Background: an optimization exercise with open tools, aiming at small area, a short achievable clock period and few clock cycles. Do not read the settings as production practice. Only simulation tests tie the RTL to the original design; equivalence was not proved. Power is estimated from default activity; no workload was simulated.

## run a
==> flow/design.v <==
`default_nettype none
package sknobs_hw_pkg;
   localparam int unsigned KT_NUM_ENTRIES = 16;
   localparam int unsigned KT_KEY_W       = 32;
   localparam int unsigned KT_VAL_W       = 64;
   typedef enum logic [1:0] {
      IDLE   = 2'd0,
      SEARCH = 2'd1,
      RESP   = 2'd2,
      WRITE  = 2'd3
   } kt_state_e;
   typedef enum logic {
      OP_GET = 1'b0,
      OP_SET = 1'b1
   } kt_op_e;
   typedef struct packed {
      logic [KT_KEY_W-1:0] key;
      logic [KT_VAL_W-1:0] value;
   } kt_entry_t;
endpackage
`default_nettype wire
`default_nettype none
module sknobs_kt_storage
#(
   parameter int unsigned NUM_ENTRIES = sknobs_hw_pkg::KT_NUM_ENTRIES,
   parameter int unsigned KEY_W       = sknobs_hw_pkg::KT_KEY_W,
   parameter int unsigned VAL_W       = sknobs_hw_pkg::KT_VAL_W
) (
   input  logic                   clk,
   input  logic [NUM_ENTRIES-1:0] wr_en,
   input  logic [KEY_W-1:0]       wr_key,
   input  logic [VAL_W-1:0]       wr_value,
   input  logic [KEY_W-1:0]       cmp_key,
   input  logic [NUM_ENTRIES-1:0] cmp_mask,
   output logic [NUM_ENTRIES-1:0] cmp_match,
   input  logic [NUM_ENTRIES-1:0] rd_sel,
   output logic [VAL_W-1:0]       rd_value
);
   logic [KEY_W-1:0] key_q   [NUM_ENTRIES];
   logic [VAL_W-1:0] value_q [NUM_ENTRIES];
   always_ff @(posedge clk) begin
      for (int i = 0; i < int'(NUM_ENTRIES); i++) begin
         if (wr_en[i]) begin
            key_q[i]   <= wr_key;
            value_q[i] <= wr_value;
         end
      end
   end
   always_comb begin
      for (int i = 0; i < int'(NUM_ENTRIES); i++) begin
         cmp_match[i] = cmp_mask[i] && (key_q[i] == cmp_key);
      end
   end
   always_comb begin
      rd_value = '0;
      for (int i = 0; i < int'(NUM_ENTRIES); i++) begin
         rd_value = rd_value | (value_q[i] & {VAL_W{rd_sel[i]}});
      end
   end
endmodule
`default_nettype wire
`default_nettype none
module sknobs_knob_table
#(
   parameter int unsigned NUM_ENTRIES = sknobs_hw_pkg::KT_NUM_ENTRIES,
   parameter int unsigned KEY_W       = sknobs_hw_pkg::KT_KEY_W,
   parameter int unsigned VAL_W       = sknobs_hw_pkg::KT_VAL_W,
   parameter int unsigned IDX_W       = $clog2(NUM_ENTRIES)
) (
   input  logic             clk,
   input  logic             rst,
   input  logic             clear,
   input  logic             set_valid,
   output logic             set_ready,
   input  logic [KEY_W-1:0] set_key,
   input  logic [VAL_W-1:0] set_value,
   output logic             set_err,
   input  logic             get_valid,
   output logic             get_ready,
   input  logic [KEY_W-1:0] get_key,
   input  logic [VAL_W-1:0] get_default,
   output logic             rsp_valid,
   input  logic             rsp_ready,
   output logic [VAL_W-1:0] rsp_value,
   output logic             rsp_exists,
   output logic [IDX_W:0]   count,
   output logic             full
);
   localparam int unsigned CNT_W = IDX_W + 1;
   logic [CNT_W-1:0]       count_q;         
   logic                   err_q;           
   logic                   r_valid_q;       
   logic                   r_set_q;         
   logic [KEY_W-1:0]       r_key_q;
   logic [VAL_W-1:0]       r_val_q;         
   logic [NUM_ENTRIES-1:0] r_hit_q;         
   logic                   r_app_q;         
   logic [NUM_ENTRIES-1:0] wvalid_q;        
   logic [NUM_ENTRIES-1:0] next_q;          
   logic                   rsp_valid_q;
   logic [VAL_W-1:0]       rsp_value_q;
   logic                   rsp_exists_q;
   logic                   pend_q;          
   logic                   stall;
   logic [KEY_W-1:0]       a_key;
   logic [VAL_W-1:0]       a_val;
   logic [NUM_ENTRIES-1:0] a_match, a_hit, r_w;
   logic                   a_fwd, a_any, a_new, full_w;
   assign stall  = r_valid_q && !r_set_q && rsp_valid_q && !rsp_ready;
   assign full_w = r_app_q ? (count_q == CNT_W'(NUM_ENTRIES - 1)) : count_q[IDX_W];
   assign a_key  = {get_valid ? get_key[KEY_W-1:KEY_W/2] : set_key[KEY_W-1:KEY_W/2],
                    set_valid ? set_key[KEY_W/2-1:0]     : get_key[KEY_W/2-1:0]};
   assign a_val  = {set_valid ? set_value[VAL_W-1:VAL_W/2] : get_default[VAL_W-1:VAL_W/2],
                    get_valid ? get_default[VAL_W/2-1:0]   : set_value[VAL_W/2-1:0]};
   assign r_w    = r_hit_q | (r_app_q ? next_q : '0);
   assign a_fwd  = r_valid_q && r_set_q && (|r_w) && (r_key_q == a_key);
   assign a_any = (|a_match) || a_fwd;
   assign a_new = set_valid && !a_any;
   assign a_hit = a_match | (a_fwd ? r_w : '0);
   logic [NUM_ENTRIES-1:0] wr_en;
   logic                   do_get;
   logic [VAL_W-1:0]       rd_value;
   logic                   r_any;
   assign wr_en  = (r_valid_q && r_set_q) ? r_w : '0;
   assign do_get = r_valid_q && !r_set_q && !stall;
   assign r_any  = |r_hit_q;
   sknobs_kt_storage #(
      .NUM_ENTRIES (NUM_ENTRIES),
      .KEY_W       (KEY_W),
      .VAL_W       (VAL_W)
   ) u_storage (
      .clk       (clk),
      .wr_en     (wr_en),
      .wr_key    (r_key_q),
      .wr_value  (r_val_q),
      .cmp_key   (a_key),
      .cmp_mask  (wvalid_q),
      .cmp_match (a_match),
      .rd_sel    (r_hit_q),
      .rd_value  (rd_value)
   );
   always_ff @(posedge clk) begin
      r_key_q <= a_key;
      if (!stall) begin
         r_set_q <= set_valid;
         r_val_q <= a_val;
         r_hit_q <= a_hit;
      end
      if (do_get) begin
         rsp_value_q  <= r_any ? rd_value : r_val_q;
         rsp_exists_q <= r_any;
      end
      if (rst) begin
         count_q     <= '0;
         wvalid_q    <= '0;
         next_q      <= NUM_ENTRIES'(1);
         err_q       <= 1'b0;
         r_valid_q   <= 1'b0;
         r_app_q     <= 1'b0;
         rsp_valid_q <= 1'b0;
         pend_q      <= 1'b0;
      end else begin
         err_q   <= !stall && a_new && full_w;
         r_app_q <= !stall && a_new && !full_w;
         if (clear) begin
            count_q  <= '0;
            wvalid_q <= '0;
            next_q   <= NUM_ENTRIES'(1);
         end else if (r_app_q) begin
            count_q  <= count_q + CNT_W'(1);
            next_q   <= next_q << 1;
            wvalid_q <= wvalid_q | next_q;
         end
         if (!stall) r_valid_q <= set_valid || get_valid;
         if (do_get) rsp_valid_q <= 1'b1;
         else if (rsp_ready) rsp_valid_q <= 1'b0;
         pend_q <= (stall || get_valid) && (do_get || (rsp_valid_q && !rsp_ready));
      end
   end
   assign set_ready  = !pend_q || rsp_ready;
   assign get_ready  = !pend_q || rsp_ready;
   assign rsp_valid  = rsp_valid_q;
   assign rsp_value  = rsp_value_q;
   assign rsp_exists = rsp_exists_q;
   assign set_err    = err_q;
   assign count      = r_app_q ? count_q + CNT_W'(1) : count_q;
   assign full       = full_w;
endmodule
`default_nettype wire
Settings: LEC_CHECK=0, CAP_MARGIN=20, CORE_MARGIN=2, CORE_UTILIZATION=70, SETUP_SLACK_MARGIN=3.0, SLEW_MARGIN=20; clock period 6.0 ns.
standard.sh (not shown) runs the stock make flow with config.mk's settings and CLKGATE_MAP_FILE= SYNTH_SCRIPT=/design/flow/synth_recipe.tcl, a recipe that flattens the netlist after the stock synthesis.
==> flow/flow/run.sh <==
#!/bin/bash
# Standard ORFS layout (the standard.sh) with two placement/CTS choices changed:
#  - port buffers use buf_1 instead of the default delay-buffer cell;
#  - CTS clusters up to 14 sinks per clkbuf_8 leaf and inserts no dummy loads.
# Every tool's full output goes to a log file in this folder (and ORFS's own logs).
set -euo pipefail
export BUFFER_PORTS_ARGS="-buffer_cell sky130_fd_sc_hd__buf_1"
export CTS_ARGS="-sink_clustering_enable -repair_clock_nets -dont_use_dummy_load -buf_list sky130_fd_sc_hd__clkbuf_8 -sink_clustering_size 14 -sink_clustering_max_diameter 50"
bash standard.sh finish > orfs_make.log 2>&1
cp orfs/logs/*/sknobs_knob_table/base/*.log . 2>/dev/null || true
test -f out/final.def
Testbench counts of run a, summed over its fixed seeds: cycles 8,013.
--- input diff run a..run b ---
--- a/flow/design.v
+++ b/flow/design.v
@@ -96,7 +96,7 @@
    logic [NUM_ENTRIES-1:0] r_hit_q;         
    logic                   r_app_q;         
    logic [NUM_ENTRIES-1:0] wvalid_q;        
-   logic [NUM_ENTRIES-1:0] next_q;          
+   logic [NUM_ENTRIES:0]   next_q;          
    logic                   rsp_valid_q;
    logic [VAL_W-1:0]       rsp_value_q;
    logic                   rsp_exists_q;
@@ -107,12 +107,12 @@
    logic [NUM_ENTRIES-1:0] a_match, a_hit, r_w;
    logic                   a_fwd, a_any, a_new, full_w;
    assign stall  = r_valid_q && !r_set_q && rsp_valid_q && !rsp_ready;
-   assign full_w = r_app_q ? (count_q == CNT_W'(NUM_ENTRIES - 1)) : count_q[IDX_W];
+   assign full_w = count_q[IDX_W];
    assign a_key  = {get_valid ? get_key[KEY_W-1:KEY_W/2] : set_key[KEY_W-1:KEY_W/2],
                     set_valid ? set_key[KEY_W/2-1:0]     : get_key[KEY_W/2-1:0]};
    assign a_val  = {set_valid ? set_value[VAL_W-1:VAL_W/2] : get_default[VAL_W-1:VAL_W/2],
                     get_valid ? get_default[VAL_W/2-1:0]   : set_value[VAL_W/2-1:0]};
-   assign r_w    = r_hit_q | (r_app_q ? next_q : '0);
+   assign r_w    = r_hit_q | (r_app_q ? next_q[NUM_ENTRIES:1] : '0);
    assign a_fwd  = r_valid_q && r_set_q && (|r_w) && (r_key_q == a_key);
    assign a_any = (|a_match) || a_fwd;
    assign a_new = set_valid && !a_any;
@@ -153,7 +153,7 @@
       if (rst) begin
          count_q     <= '0;
          wvalid_q    <= '0;
-         next_q      <= NUM_ENTRIES'(1);
+         next_q      <= (NUM_ENTRIES+1)'(1);
          err_q       <= 1'b0;
          r_valid_q   <= 1'b0;
          r_app_q     <= 1'b0;
@@ -165,11 +165,13 @@
          if (clear) begin
             count_q  <= '0;
             wvalid_q <= '0;
-            next_q   <= NUM_ENTRIES'(1);
-         end else if (r_app_q) begin
-            count_q  <= count_q + CNT_W'(1);
-            next_q   <= next_q << 1;
-            wvalid_q <= wvalid_q | next_q;
+            next_q   <= (NUM_ENTRIES+1)'(1);
+         end else begin
+            if (!stall && a_new && !full_w) begin
+               count_q <= count_q + CNT_W'(1);
+               next_q  <= next_q << 1;
+            end
+            if (r_app_q) wvalid_q <= wvalid_q | next_q[NUM_ENTRIES:1];
          end
          if (!stall) r_valid_q <= set_valid || get_valid;
          if (do_get) rsp_valid_q <= 1'b1;
@@ -183,7 +185,7 @@
    assign rsp_value  = rsp_value_q;
    assign rsp_exists = rsp_exists_q;
    assign set_err    = err_q;
-   assign count      = r_app_q ? count_q + CNT_W'(1) : count_q;
+   assign count      = count_q;
    assign full       = full_w;
 endmodule
 `default_nettype wire
- In run b relative to run a, post-CTS setup buffer count had gone up slightly.
- Run b vs run a — fill cell total of the finished layout climbed slightly
- Relative to run a, the count of plain and timing-repair buffers of run b is higher by about 2.2%.
- Post-route clock period utilization (lower): run b
- Run b — final-layout worst hold slack 25 ps lower, run a as reference
- Between run b and run a, proportion of total power due to net switching is lower for run a, run b comes in above that.
- Run a → run b: synthesized area picked up an extra 0.0017 mm²; fraction of the mapped netlist area in simple logic gates picked up an extra 1.8 points.
- [run b vs run a] fmax: higher in run b
- Compared to run a, run b shows a wider setup margin.
Testbench counts of run b, summed over its fixed seeds: cycles 8,013.

[separate check: timing with driven ports]
In the flow no input, the clock included, has a driving cell. The finished layouts below were timed again as built, in two steps.
Step 1, drivers: a clkbuf_16 drives clk and a buf_2 each remaining input, both assumed.
Step 2 adds t to the input delays and takes it off the output delays; t is the mean of the earliest and latest rising clock arrival at the registers after step 1. Input paths then give back, and output paths get back, about the clock's delay inside the block.
Three values: no drivers, after step 1, after step 2; two values: the first two.
| run | t, ns | slack for setup (ns) | clock arrival spread, ns |
|---|---|---|---|
| run a | 0.924 | 2.697 / 2.620 / 2.039 | 0.062 / 0.062 |
| run b | 0.913 | 2.780 / 2.722 / 1.809 | 0.084 / 0.084 |
After both steps setup and hold are still met in every run listed. The setup slack of run b, which loses most, moves by -0.058 ns with the drivers and by -0.971 ns with both steps.
